What follows belongs to an exercise in optimizing a design on an open flow for small area; a production flow would make more cautious choices. At most, simulation tests tie the RTL to the original design; equivalence was not proved.

==> flow/design.v <==
package icache_pkg;
  typedef logic [32-1:0]        pc_t;
  typedef logic [(32 - $clog2((4 * 32) / 8))-1:0] line_addr_t;
  typedef logic [$clog2(8)-1:0]       set_idx_t;
  typedef logic [((32 - $clog2((4 * 32) / 8)) - $clog2(8))-1:0]       tag_t;
  typedef logic [$clog2(2)-1:0]       way_idx_t;
  typedef logic [$clog2(4)-1:0]      slot_t;
  typedef logic [32-1:0]        instr_t;
  typedef logic [(4 * 32)-1:0]      line_t;
  typedef struct packed {
    pc_t pc;
  } fetch_req_t;
  typedef struct packed {
    instr_t [2-1:0] instrs;
  } fetch_rsp_t;
  typedef struct packed {
    line_addr_t line_addr;
  } mem_req_t;
  typedef struct packed {
    line_t data;
  } mem_rsp_t;
  typedef enum logic [1:0] {
    IDLE,
    LOOKUP,
    MISS_REQ,
    MISS_WAIT
  } ic_state_e;
endpackage
`timescale 1ns/1ps
module icache_top
(
  input  logic       clk_i,
  input  logic       rst_ni,
  input  logic       req_valid_i,
  output logic       req_ready_o,
  input  icache_pkg::fetch_req_t req_i,
  output logic       rsp_valid_o,
  input  logic       rsp_ready_i,
  output icache_pkg::fetch_rsp_t rsp_o,
  output logic       mem_req_valid_o,
  input  logic       mem_req_ready_i,
  output icache_pkg::mem_req_t   mem_req_o,
  input  logic       mem_rsp_valid_i,
  output logic       mem_rsp_ready_o,
  input  icache_pkg::mem_rsp_t   mem_rsp_i
);
  localparam int TW = ((32 - $clog2((4 * 32) / 8)) - $clog2(8));
  logic [1:0]  state_q;
  logic        rsp_valid_q;
  logic        mem_req_valid_q;
  logic [3:0]  lfsr_q;
  logic [29:0] pc_q;
  logic        miss_b_q;
  logic        miss_way_q;
  logic [TW-1:0]  tag_mem  [2][8];
  logic [127:0]   data_mem [2][8];
  logic [7:0]     valid_q  [2];
  logic idle, lookup, miss_wait;
  assign idle      = (state_q == 2'd0);
  assign lookup    = (state_q == 2'd1);
  assign miss_wait = (state_q == 2'd3);
  logic accept;
  assign req_ready_o = idle && !rsp_valid_q;
  assign accept      = req_valid_i && req_ready_o;
  logic [2:0]    set_a;
  logic [1:0]    slot;
  logic [4:0]    pos;       
  logic [TW-1:0] tag_a;
  logic          xline;
  logic          set7;
  assign set_a = pc_q[4:2];
  assign slot  = pc_q[1:0];
  assign pos   = pc_q[4:0];
  assign tag_a = pc_q[29:5];
  assign xline = (slot == 2'd3);
  assign set7  = (set_a == 3'd7);
  logic          inc_c;
  logic [TW-1:0] tag_inc;
  assign inc_c   = set7 && (miss_b_q || !state_q[1]);
  assign tag_inc = tag_a + TW'(inc_c);
  logic [1:0] ev_set_hi;
  logic [2:0] ev_set, od_set;
  assign ev_set_hi = set_a[2:1] + 2'(set_a[0]);
  assign ev_set    = {ev_set_hi, 1'b0};
  assign od_set    = {set_a[2:1], 1'b1};
  logic [1:0] h_ev, h_od;
  logic [1:0] v_ev, v_od;
  for (genvar w = 0; w < 2; w++) begin : g_cmp
    assign v_ev[w] = valid_q[w][ev_set];
    assign v_od[w] = valid_q[w][od_set];
    assign h_ev[w] = v_ev[w] && (tag_mem[w][ev_set] == tag_inc);
    assign h_od[w] = v_od[w] && (tag_mem[w][od_set] == tag_a);
  end
  logic [1:0] hit_a_w, hit_b_w, valid_a, valid_b;
  assign hit_a_w = set_a[0] ? h_od : h_ev;
  assign hit_b_w = set_a[0] ? h_ev : h_od;
  assign valid_a = set_a[0] ? v_od : v_ev;
  assign valid_b = set_a[0] ? v_ev : v_od;
  logic hit_a, hit_b, hit_all, miss_b;
  assign hit_a   = |hit_a_w;
  assign hit_b   = |hit_b_w;
  assign hit_all = hit_a && (!xline || hit_b);
  assign miss_b  = hit_a && xline;
  logic [3:0]  ev_idx, od_idx;
  logic [15:0] ev_dec, od_dec;
  logic [1:0]  ev_way, od_way;
  assign ev_idx = pos[4:1] + 4'(pos[0]);
  assign od_idx = pos[4:1];
  assign ev_dec = 16'd1 << ev_idx;
  assign od_dec = 16'd1 << od_idx;
  assign ev_way = (set_a[0] ^ xline) ? h_od : h_ev;
  assign od_way = hit_a_w;
  logic [31:0] ev_word, od_word;
  always_comb begin
    ev_word = '0;
    od_word = '0;
    for (int i = 0; i < 16; i++) begin
      for (int w = 0; w < 2; w++) begin
        ev_word = ev_word | ({32{ev_dec[i] & ev_way[w]}} & data_mem[w][i/2][(i%2)*64 +: 32]);
        od_word = od_word | ({32{od_dec[i] & od_way[w]}} & data_mem[w][i/2][(i%2)*64 + 32 +: 32]);
      end
    end
  end
  assign rsp_o.instrs[0] = pos[0] ? od_word : ev_word;
  assign rsp_o.instrs[1] = pos[0] ? ev_word : od_word;
  assign rsp_valid_o     = rsp_valid_q;
  assign mem_req_valid_o = mem_req_valid_q;
  assign mem_req_o.line_addr = {tag_inc, set_a + 3'(miss_b_q)};
  assign mem_rsp_ready_o = miss_wait;
  logic [1:0] valid_sel;
  logic       victim;
  assign valid_sel = miss_b ? valid_b : valid_a;
  assign victim    = !valid_sel[0] ? 1'b0 : (!valid_sel[1] ? 1'b1 : lfsr_q[0]);
  logic [1:0] state_d;
  always_comb begin
    state_d = state_q;
    case (state_q)
      2'd0: if (accept) state_d = 2'd1;
      2'd1: state_d = hit_all ? 2'd0 : 2'd2;
      2'd2: if (mem_req_valid_q && mem_req_ready_i) state_d = 2'd3;
      2'd3: if (mem_rsp_valid_i) state_d = 2'd1;
      default: state_d = 2'd0;
    endcase
  end
  always_ff @(posedge clk_i or negedge rst_ni) begin
    if (!rst_ni) begin
      state_q         <= 2'd0;
      rsp_valid_q     <= 1'b0;
      mem_req_valid_q <= 1'b0;
      lfsr_q          <= 4'h1;
    end else begin
      state_q <= state_d;
      lfsr_q  <= {lfsr_q[2:0], lfsr_q[3] ^ lfsr_q[2]};
      if (lookup && hit_all) begin
        rsp_valid_q <= 1'b1;
      end else if (rsp_ready_i) begin
        rsp_valid_q <= 1'b0;
      end
      if (state_q == 2'd2 && !mem_req_valid_q) begin
        mem_req_valid_q <= 1'b1;
      end else if (mem_req_ready_i) begin
        mem_req_valid_q <= 1'b0;
      end
    end
  end
  always_ff @(posedge clk_i) begin
    if (accept) begin
      pc_q <= req_i.pc[31:2];
    end
    if (lookup) begin
      miss_b_q   <= miss_b;
      miss_way_q <= victim;
    end
  end
  logic       we;
  logic [2:0] wr_set;
  assign we     = miss_wait && mem_rsp_valid_i;
  assign wr_set = set_a + 3'(miss_b_q);
  for (genvar w = 0; w < 2; w++) begin : g_way
    for (genvar s = 0; s < 8; s++) begin : g_set
      logic           wen;
      logic [TW-1:0]  t_q;
      logic [127:0]   d_q;
      logic           v_q;
      assign wen = we && (wr_set == 3'(s)) && (miss_way_q == 1'(w));
      always_ff @(posedge clk_i) begin
        if (wen) begin
          t_q <= tag_inc;
          d_q <= mem_rsp_i.data;
        end
      end
      always_ff @(posedge clk_i or negedge rst_ni) begin
        if (!rst_ni) begin
          v_q <= 1'b0;
        end else if (wen) begin
          v_q <= 1'b1;
        end
      end
      assign tag_mem[w][s]  = t_q;
      assign data_mem[w][s] = d_q;
      assign valid_q[w][s]  = v_q;
    end
  end
endmodule
export LEC_CHECK = 0
export CAP_MARGIN = 20
export CORE_MARGIN = 2
export CORE_UTILIZATION = 30
export PLACE_DENSITY = 0.42
export SLEW_MARGIN = 20
create_clock -name core_clock -period 7.0 [get_ports {clk_i}]
run.sh (not shown) runs the stock make flow with config.mk's settings and CLKGATE_MAP_FILE= SYNTH_SCRIPT=/design/flow/synth_recipe.tcl, a recipe that flattens the netlist after the stock synthesis.
The starting point completed, yet does not pass: negative setup slack.
Next try:
--- a/flow/design.v
+++ b/flow/design.v
@@ -108,8 +108,13 @@
   assign od_idx = pos[4:1];
   assign ev_dec = 16'd1 << ev_idx;
   assign od_dec = 16'd1 << od_idx;
-  assign ev_way = (set_a[0] ^ xline) ? h_od : h_ev;
-  assign od_way = hit_a_w;
+  logic ev_way1_q, od_way1_q;
+  always_ff @(posedge clk_i) begin
+    ev_way1_q <= (set_a[0] ^ xline) ? h_od[1] : h_ev[1];
+    od_way1_q <= hit_a_w[1];
+  end
+  assign ev_way = {ev_way1_q, !ev_way1_q};
+  assign od_way = {od_way1_q, !od_way1_q};
   logic [31:0] ev_word, od_word;
   always_comb begin
     ev_word = '0;
With this change the flow completed with no timing, DRC or antenna violations; area after synthesis falls by about 4%; clock skew rises by 22 ps; sequential share of layout area rises by 4.0 points; critical path depth falls by 8; fmax rises by about 4.4%.
Function not checked in the first run of this note: the RTL went through the layout flow alone.

re-timing with driven ports:
How much do the figures lean on ideal ports? The routed layouts below were timed once more, with nothing changed but the port constraints. Step 1 (the two cells are an assumption about what drives the block):
set clk [get_ports {clk_i}]
set_driving_cell -lib_cell sky130_fd_sc_hd__clkbuf_16 $clk
set_driving_cell -lib_cell sky130_fd_sc_hd__buf_2 [delete_from_list [all_inputs] $clk]
Step 2 times the ports against the registers' clock, not the clock port: input delays grow and output delays shrink by t, the midpoint of the rising clock arrivals with the driver on. Slacks: ideal ports / drivers / drivers and shift; pairs: ideal ports / drivers.
run	shift t [ns]	slack for setup (ns)	hold slack, ns	latest minus earliest clock arrival (ns)	cell pins on the clock port's net
the first run	0.955	-0.091 / -0.184 / 0.770	0.348 / 0.348 / 0.348	0.071 / 0.071	1
the second run	0.963	0.208 / 0.107 / 1.070	0.358 / 0.358 / 0.358	0.086 / 0.086	1
